Context: an optimization exercise on an open-source flow, tuned for a short achievable clock period and few clock cycles. The choices shown serve that exercise and are no tape-out recipe.
Function was checked by simulation only, so behaviour that the tests miss may differ from the original.
Power and IR drop assume default switching activity.

## job 8702
Design rv_core_top, start of the top module:
module rv_core_top (
  input  logic        clk,
  input  logic        nrst,
  output logic [31:0] o_imem_addr,
  input  logic [31:0] i_imem_data,
  input  logic        i_halt_req,
  input  logic        i_resume_req,
  input  logic [31:0] i_resume_pc,
  output logic        o_halt,
  output logic        o_commit_valid,
  output logic [31:0] o_commit_pc,
  output logic [31:0] o_commit_inst,
  output logic [4:0]  o_commit_rd_addr,
  output logic        o_commit_rd_wb,
  output logic [31:0] o_commit_rd_data
);
Size: ~7200 cells after synthesis, roughly 200 I/O pins, roughly 100000 um2 of cells after synthesis.
Settings: LEC_CHECK=0, CAP_MARGIN=20, CORE_MARGIN=2, CORE_UTILIZATION=40, SLEW_MARGIN=20; clock period 11.0 ns.
standard.sh (not shown) runs the stock make flow with config.mk's settings and CLKGATE_MAP_FILE= SYNTH_SCRIPT=/design/flow/synth_recipe.tcl, a recipe that flattens the netlist after the stock synthesis.
==> flow/flow/run.sh <==
#!/bin/bash
set -euo pipefail
MARGIN=$(cat flow/margin.txt)
bash standard.sh SETUP_SLACK_MARGIN=$MARGIN finish > run_flow.log 2>&1
==> flow/flow/margin.txt <==
8
Job 8702: full flow OK, the timing, DRC and antenna checks passed
Testbench counts of job 8702, summed over its fixed seeds: cycles 8,207.
#### Input delta (job 5277 over job 8702)
diff --git a/flow/design.v b/flow/design.v
--- a/flow/design.v
+++ b/flow/design.v
@@ -201,32 +201,29 @@
   assign tag_f  = pc_f[BTB_IDX+BTB_TAG+1:BTB_IDX+2];
   logic [NB-1:0]      hit_v;
   logic [BTB_TGT-1:0] btgt_lo;
   always_comb begin
     btgt_lo = '0;
     for (int i = 0; i < NB; i++) begin
       hit_v[i] = b_val[i] & (b_tag[i] == tag_f) & (idx_f == BTB_IDX'(i));
       btgt_lo  = btgt_lo | ({BTB_TGT{hit_v[i]}} & b_tgt[i]);
     end
   end
   assign bhit_f = |hit_v;
   assign btgt_f = {pc_f[31:BTB_TGT], btgt_lo};
-  logic halted;
   always_ff @(posedge clk) begin
     if (!nrst) begin
       running <= 1'b0;
-      halted  <= 1'b1;
     end else begin
       running <= run_next;
-      halted  <= ~run_next;
     end
   end
   logic [31:0] pc_inc;
   logic [31:0] pc_seq;
   logic        fs_btb, fs_seq;
   assign pc_inc = pc_f + 32'd4;
   logic        r_unp;
   logic        fs_ru;
   logic [31:0] seq_r;
   assign r_unp  = v_r & bh_r & ~(is_br | is_jal | is_jalr);
   assign seq_r  = pc_r + 32'd4;
   assign fs_ru  = ~resume_go & r_unp;
@@ -245,25 +242,25 @@
   assign s0_t   = go_x & jal_x & rd_t;
   assign s0_j   = go_x & jalr_x & rd_j;
   assign s0_s   = go_x & ~jal_x & ~jalr_x & rd_s;
   assign s0_any = s0_t | s0_j | s0_s;
   assign pc_c0  = ({32{s0_t}}    & tgt_x)
                 | ({32{s0_j}}    & jtgt)
                 | ({32{s0_s}}    & seq_x)
                 | ({32{~s0_any}} & pc_seq);
   always_ff @(posedge clk) begin
     pc_f <= raw ? (inv_x ? pc_c0 : pc_c1) : (inv_x ? pc_c1 : pc_c0);
   end
   assign o_imem_addr = pc_f;
-  assign o_halt      = halted;
+  assign o_halt      = ~running;
   always_ff @(posedge clk) begin
     if (!nrst) begin
       b_val <= '0;
     end else if (upd_w) begin
       b_val[upd_pc[BTB_IDX+1:2]] <= 1'b1;
     end else if (upd_i) begin
       b_val[upd_pc[BTB_IDX+1:2]] <= 1'b0;
     end
     if (upd_w) begin
       b_tag[upd_pc[BTB_IDX+1:2]] <= upd_pc[BTB_IDX+BTB_TAG+1:BTB_IDX+2];
       b_tgt[upd_pc[BTB_IDX+1:2]] <= upd_tgt[BTB_TGT-1:0];
     end
--- outcome ---
Between job 8702 and job 5277, the number of flip-flops and latches figures differ only marginally. Going from job 8702 to job 5277, critical path depth shrinks by 13. Diff job 8702 -> job 5277 | number of signal-net buffers in the layout | down slightly. Summary of job 5277 over job 8702: final clock period utilization by the worst path has increased, total routing usage reported by global routing has increased, area of the die has remained practically unchanged, number of combinational gates with multiple inputs has increased, worst setup slack has decreased. Reported for job 8702 and job 5277, overall overflow remaining after global route turned out identical to the last digit. Looking at relative contribution of the clock network to total power, job 5277 sits below job 8702. Per the comparison of job 5277 with job 8702, synthesis-to-layout area growth saw a decrease, share of power burned in combinational logic picked up an extra 1.1 points, post-layout instance count excluding filler cells picked up an extra 87. Diff job 8702 -> job 5277 | ratio of cells with drive above 1 in the final layout | decrease of 0.72 points.
Testbench counts of job 5277, summed over its fixed seeds: cycles 8,207.

## static timing again, ports no longer ideal
No port has a modelled driver above. Below, the same layouts with a new extraction and two added sets of constraints. Step 1 sets driving cells, clkbuf_16 on the clock port and buf_2 on the other inputs (assumed; they add their load-dependent delay and slew). Step 2 times the ports against the registers' clock, not the clock port: input delays grow and output delays shrink by t, the midpoint of the rising clock arrivals with the driver on. Three values: no drivers, after step 1, after step 2; two values: the first two.
run | t, ns | setup WS [ns] | hold WS [ns] | cell pins on the clock port's net
job 8702 | 0.980 | 7.172 / 7.121 / 6.594 | 0.309 / 0.309 / 0.309 | 1
job 5277 | 1.016 | 6.989 / 6.880 / 6.508 | 0.315 / 0.315 / 0.315 | 1
After both steps every run listed still meets setup and hold. The setup slack of job 8702, which loses most, moves by -0.051 ns with the drivers and by -0.578 ns with both steps.
